From an optimization exercise on the open Yosys and OpenROAD flow, aimed at small area and a short achievable clock period; shortcuts taken in it are not production practice.
The RTL was checked by simulation tests, not by an equivalence proof against the original design.

== indigo ==
// fm_receiver
module fm_receiver #(
  parameter int FRAME_LEN = 16
) (
  input  logic        ap_clk,
  input  logic        ap_rst_n,
  input  logic        ap_start,
  output logic        ap_done,
  output logic        ap_idle,
  output logic        ap_ready,
  input  logic [31:0] iq_in_V_TDATA,
  input  logic        iq_in_V_TVALID,
  output logic        iq_in_V_TREADY,
  output logic [31:0] audio_out_V_TDATA,
  output logic        audio_out_V_TVALID,
  input  logic        audio_out_V_TREADY,
  output logic [3:0]  led_out_V,
  input  logic [5:0]  s_axi_API_AWADDR,
  input  logic        s_axi_API_AWVALID,
  output logic        s_axi_API_AWREADY,
  input  logic [31:0] s_axi_API_WDATA,
  input  logic        s_axi_API_WVALID,
  output logic        s_axi_API_WREADY,
  output logic [1:0]  s_axi_API_BRESP,
  output logic        s_axi_API_BVALID,
  input  logic        s_axi_API_BREADY,
  input  logic [5:0]  s_axi_API_ARADDR,
  input  logic        s_axi_API_ARVALID,
  output logic        s_axi_API_ARREADY,
  output logic [31:0] s_axi_API_RDATA,
  output logic [1:0]  s_axi_API_RRESP,
  output logic        s_axi_API_RVALID,
  input  logic        s_axi_API_RREADY
);
export LEC_CHECK = 0
export ABC_AREA = 1
export CAP_MARGIN = 20
export CORE_MARGIN = 2
export CORE_UTILIZATION = 40
export SETUP_SLACK_MARGIN = 5
export SLEW_MARGIN = 20
create_clock -name core_clock -period 11.0 [get_ports {ap_clk}]
run.sh (not shown) runs the stock make flow with config.mk's settings and CLKGATE_MAP_FILE= SYNTH_SCRIPT=/design/flow/synth_recipe.tcl, a recipe that flattens the netlist after the stock synthesis.
The following lists how willow was set up differently from indigo:
- ABC_AREA removed (was 1)
- SETUP_SLACK_MARGIN removed (was 5)
[summary]
[compare] base=indigo new=willow: synthesized area now larger; via count saw an increase. Between willow and indigo, the share of the clock period used by the worst path after layout is higher for willow. The lower total number of tap cells of willow and indigo is in indigo. From indigo to willow the numbers moved as follows: number of flip-flops and latches has remained practically unchanged; number of buffers other than clock buffers in the final layout has decreased; critical path depth has decreased. Relative to indigo, non-clock inverter instance count of the final layout decreased by about 46% in willow. Comparing vias per cell for willow and indigo, the smaller number came from indigo. Run comparison: indigo cell type of the slowest stage on the worst timing path sky130_fd_sc_hd__dfrtp_1; willow cell type of the slowest stage on the worst timing path sky130_fd_sc_hd__clkdlybuf4s50_1. willow: global-route usage higher than indigo.
--- input diff willow..raven ---
- putting ABC_AREA at 1 where nothing was set
[summary]
- The non-clock buffer share of cell area of raven falls short of that of willow by 0.38 points.
- Summary of raven over willow: data arrival time of the critical path shrank by 310 ps; critical path depth grew by 17.
- On maximum single-stage delay on the critical path: between raven and willow, it ends up higher for willow.
- raven | stages: all done | timing, DRC, antenna: all pass

## alpha
fm_receiver, a different RTL version from the one above (not shown whole).
Size: ~190 flip-flops, about 170 I/O pins.
Settings: LEC_CHECK=0, CAP_MARGIN=20, CORE_MARGIN=2, CORE_UTILIZATION=60, CTS_CLUSTER_DIAMETER=150, CTS_CLUSTER_SIZE=40, PLACE_DENSITY=0.72, SETUP_SLACK_MARGIN=5, SLEW_MARGIN=20, SYNTH_HIERARCHICAL=1; clock period 11.0 ns.
standard.sh (not shown) runs the stock make flow with config.mk's settings and CLKGATE_MAP_FILE= SYNTH_SCRIPT=/design/flow/synth_recipe.tcl, a recipe that flattens the netlist after the stock synthesis.
==> flow/flow/run.sh <==
#!/bin/bash
# The standard layout, with the ports buffered by plain buffers instead of the delay cells
# buffer_ports picks by default.
set -euo pipefail
bash standard.sh BUFFER_PORTS_ARGS="-buffer_cell sky130_fd_sc_hd__buf_2" finish > flow_standard.log 2>&1
The final layout from alpha, which completed every stage, passed the timing, DRC and antenna checks at the end of the flow.
## Diff of input files: beta against alpha
Settings: CTS_CLUSTER_SIZE no longer set, was 40; CTS_CLUSTER_DIAMETER no longer set, was 150; PLACE_DENSITY no longer set, was 0.72; CORE_UTILIZATION now 40, was 60.
--- outcome ---
- cs_p[16]$_DFFE_PP_ as the endpoint of the most critical setup path was reported by beta, and cs_p[17]$_DFFE_PP_ by alpha.
- Fraction of area in multi-input gates: beta and alpha compared, higher one is alpha
- First-pass GRT wire length ends up higher on beta.
- Compare beta and alpha | final weighted congestion in routability-driven placement lower: beta
### beta -> gamma
Settings: an added GPL_TIMING_DRIVEN of 0; an added PLACE_DENSITY of 0.72; a change of CORE_UTILIZATION from 40 to 60.
==> comparison <==
- Utilization: gamma vs beta up 24 points
- Clock-buffer cell count in gamma vs beta: down 1
- The sequential share of layout area of gamma falls short of that of beta by 0.23 points.
- Summary: with beta as the reference, number of nets in the layout in gamma moved up by a few percent.
- Looking at starting utilization of the core area across gamma and beta, the one that comes out lower is beta.
- Detail-routed via count per cell is lower on beta
The following lists how delta was set up differently from gamma:
Settings: CORE_UTILIZATION now 40, was 60; SETUP_SLACK_MARGIN now 4.5, was 5; GPL_TIMING_DRIVEN no longer set, was 0; PLACE_DENSITY no longer set, was 0.72.
## What came out
Cmp gamma and delta / area growth from synthesis to layout / lower: delta
Diff gamma -> delta: global-route usage decreased by 12 points relative to the old numbers; setup slack now sits lower; non-clock buffer total of the final layout shrank by about 30%; maximum clock rate decreased by 5.5% relative to the old numbers.
Relative to gamma, area of all placed cells without fillers has decreased by about 3.4% in delta.

== exp/amber ==
fm_receiver again, from the RTL that the note above started with.
## fm_receiver
module fm_receiver #(
  parameter int FRAME_LEN = 16
) (
  input  logic        ap_clk,
  input  logic        ap_rst_n,
  input  logic        ap_start,
  output logic        ap_done,
  output logic        ap_idle,
  output logic        ap_ready,
  input  logic [31:0] iq_in_V_TDATA,
  input  logic        iq_in_V_TVALID,
  output logic        iq_in_V_TREADY,
  output logic [31:0] audio_out_V_TDATA,
  output logic        audio_out_V_TVALID,
  input  logic        audio_out_V_TREADY,
  output logic [3:0]  led_out_V,
  input  logic [5:0]  s_axi_API_AWADDR,
  input  logic        s_axi_API_AWVALID,
  output logic        s_axi_API_AWREADY,
  input  logic [31:0] s_axi_API_WDATA,
  input  logic        s_axi_API_WVALID,
  output logic        s_axi_API_WREADY,
  output logic [1:0]  s_axi_API_BRESP,
  output logic        s_axi_API_BVALID,
  input  logic        s_axi_API_BREADY,
  input  logic [5:0]  s_axi_API_ARADDR,
  input  logic        s_axi_API_ARVALID,
  output logic        s_axi_API_ARREADY,
  output logic [31:0] s_axi_API_RDATA,
  output logic [1:0]  s_axi_API_RRESP,
  output logic        s_axi_API_RVALID,
  input  logic        s_axi_API_RREADY
);
  localparam int CW = $clog2(FRAME_LEN + 1);
  localparam logic [CW-1:0] LEN_C  = CW'(FRAME_LEN);
  typedef enum logic [1:0] {S_IDLE, S_RUN, S_DONE} state_t;
  state_t state, state_nxt;
  logic   start, frame_end, running;
  logic [CW-1:0]      in_cnt;
  ...
clock: 11.0 ns
lec_check: 0
cap_margin: 20
core_margin: 2
core_utilization: 60
place_density: 0.72
slew_margin: 20
synth_hierarchical: 1
==> flow/flow/run.sh <==
#!/bin/bash
# The standard layout, with the ports buffered by plain buffers instead of the delay cells
# buffer_ports picks by default.
set -euo pipefail
bash standard.sh BUFFER_PORTS_ARGS="-buffer_cell sky130_fd_sc_hd__buf_2" SETUP_SLACK_MARGIN=5.5 finish > flow_standard.log 2>&1
exp/amber: PASS, flow complete, no timing, DRC or antenna violations
Input changes introduced in exp/pepper (baseline for comparison: exp/amber):
Settings: SETUP_SLACK_MARGIN now 5, previously not set.
==> flow/flow/run.sh <==
#!/bin/bash
# The standard layout, with the ports buffered by plain buffers instead of the delay cells
# buffer_ports picks by default.
set -euo pipefail
bash standard.sh BUFFER_PORTS_ARGS="-buffer_cell sky130_fd_sc_hd__buf_2" finish > flow_standard.log 2>&1
## What came out
- Compared to exp/amber, the routing of exp/pepper uses less wire.
- Any difference in total global routing overflow between exp/amber and exp/pepper is small enough to ignore.
- [diff] clock skew, exp/pepper relative to exp/amber: regression
- [compare] base=exp/amber new=exp/pepper: global-route usage now sits lower, global routing usage on met2 now sits lower.
For exp/ember, these inputs were changed with respect to exp/pepper:
Settings: PLACE_DENSITY: 0.72 -> 0.82; CORE_UTILIZATION: 60 -> 70.
Results
Of exp/pepper and exp/ember, the run reporting the lower worst-case setup margin in the final layout was exp/ember. Per the comparison of exp/ember with exp/pepper, area added between synthesis and finish dropped 0.90 points; final estimated routing congestion in global placement dropped 1.8%; headroom to the max-slew limit dropped 6.3 points; post-place instance area dropped about 0.4%; instance count after placement with tap cells included dropped 69. Compared with exp/pepper, in exp/ember data arrival time of the critical path stayed essentially flat, die outline area fell by about 14%, sequential share of layout area saw an increase.

==> static timing again, ports no longer ideal <==
How much do the figures lean on ideal ports? The routed layouts below were timed once more, with nothing changed but the port constraints.
Step 1: set_driving_cell puts a clkbuf_16 on ap_clk and a buf_2 on each other input, an assumption about the parent block.
Step 2 also shifts input and output timing later by t, the mid clock arrival at the registers, as if the neighbouring blocks saw the same clock.
Slacks: no drivers / after step 1 / after step 2; pairs: no drivers / after step 1.
run	shift t [ns]	setup slack, ns	worst setup path after step 2	worst register clock-pin slew, ns
indigo	0.531	4.672 / 4.611 / 4.603	input to register	0.08 / 0.08
willow	0.553	2.669 / 2.604 / 3.096	input to register	0.10 / 0.10
raven	0.526	2.984 / 2.927 / 3.453	register to output	0.08 / 0.08
alpha	0.512	5.083 / 5.109 / 4.608	input to register	0.10 / 0.10
beta	0.526	5.038 / 5.067 / 4.545	input to register	0.08 / 0.08
gamma	0.512	5.024 / 5.061 / 4.548	input to register	0.09 / 0.09
delta	0.528	4.676 / 4.622 / 4.511	input to register	0.08 / 0.08
exp/amber	0.503	5.245 / 5.191 / 4.769	input to register	0.08 / 0.08
exp/pepper	0.512	5.083 / 5.109 / 4.608	input to register	0.10 / 0.10
exp/ember	0.494	5.047 / 5.054 / 4.585	input to register	0.09 / 0.09
After both steps setup and hold are still met in every run listed. For beta, which loses most, drivers alone change the setup slack by +0.029 ns; drivers and shift together by -0.493 ns.
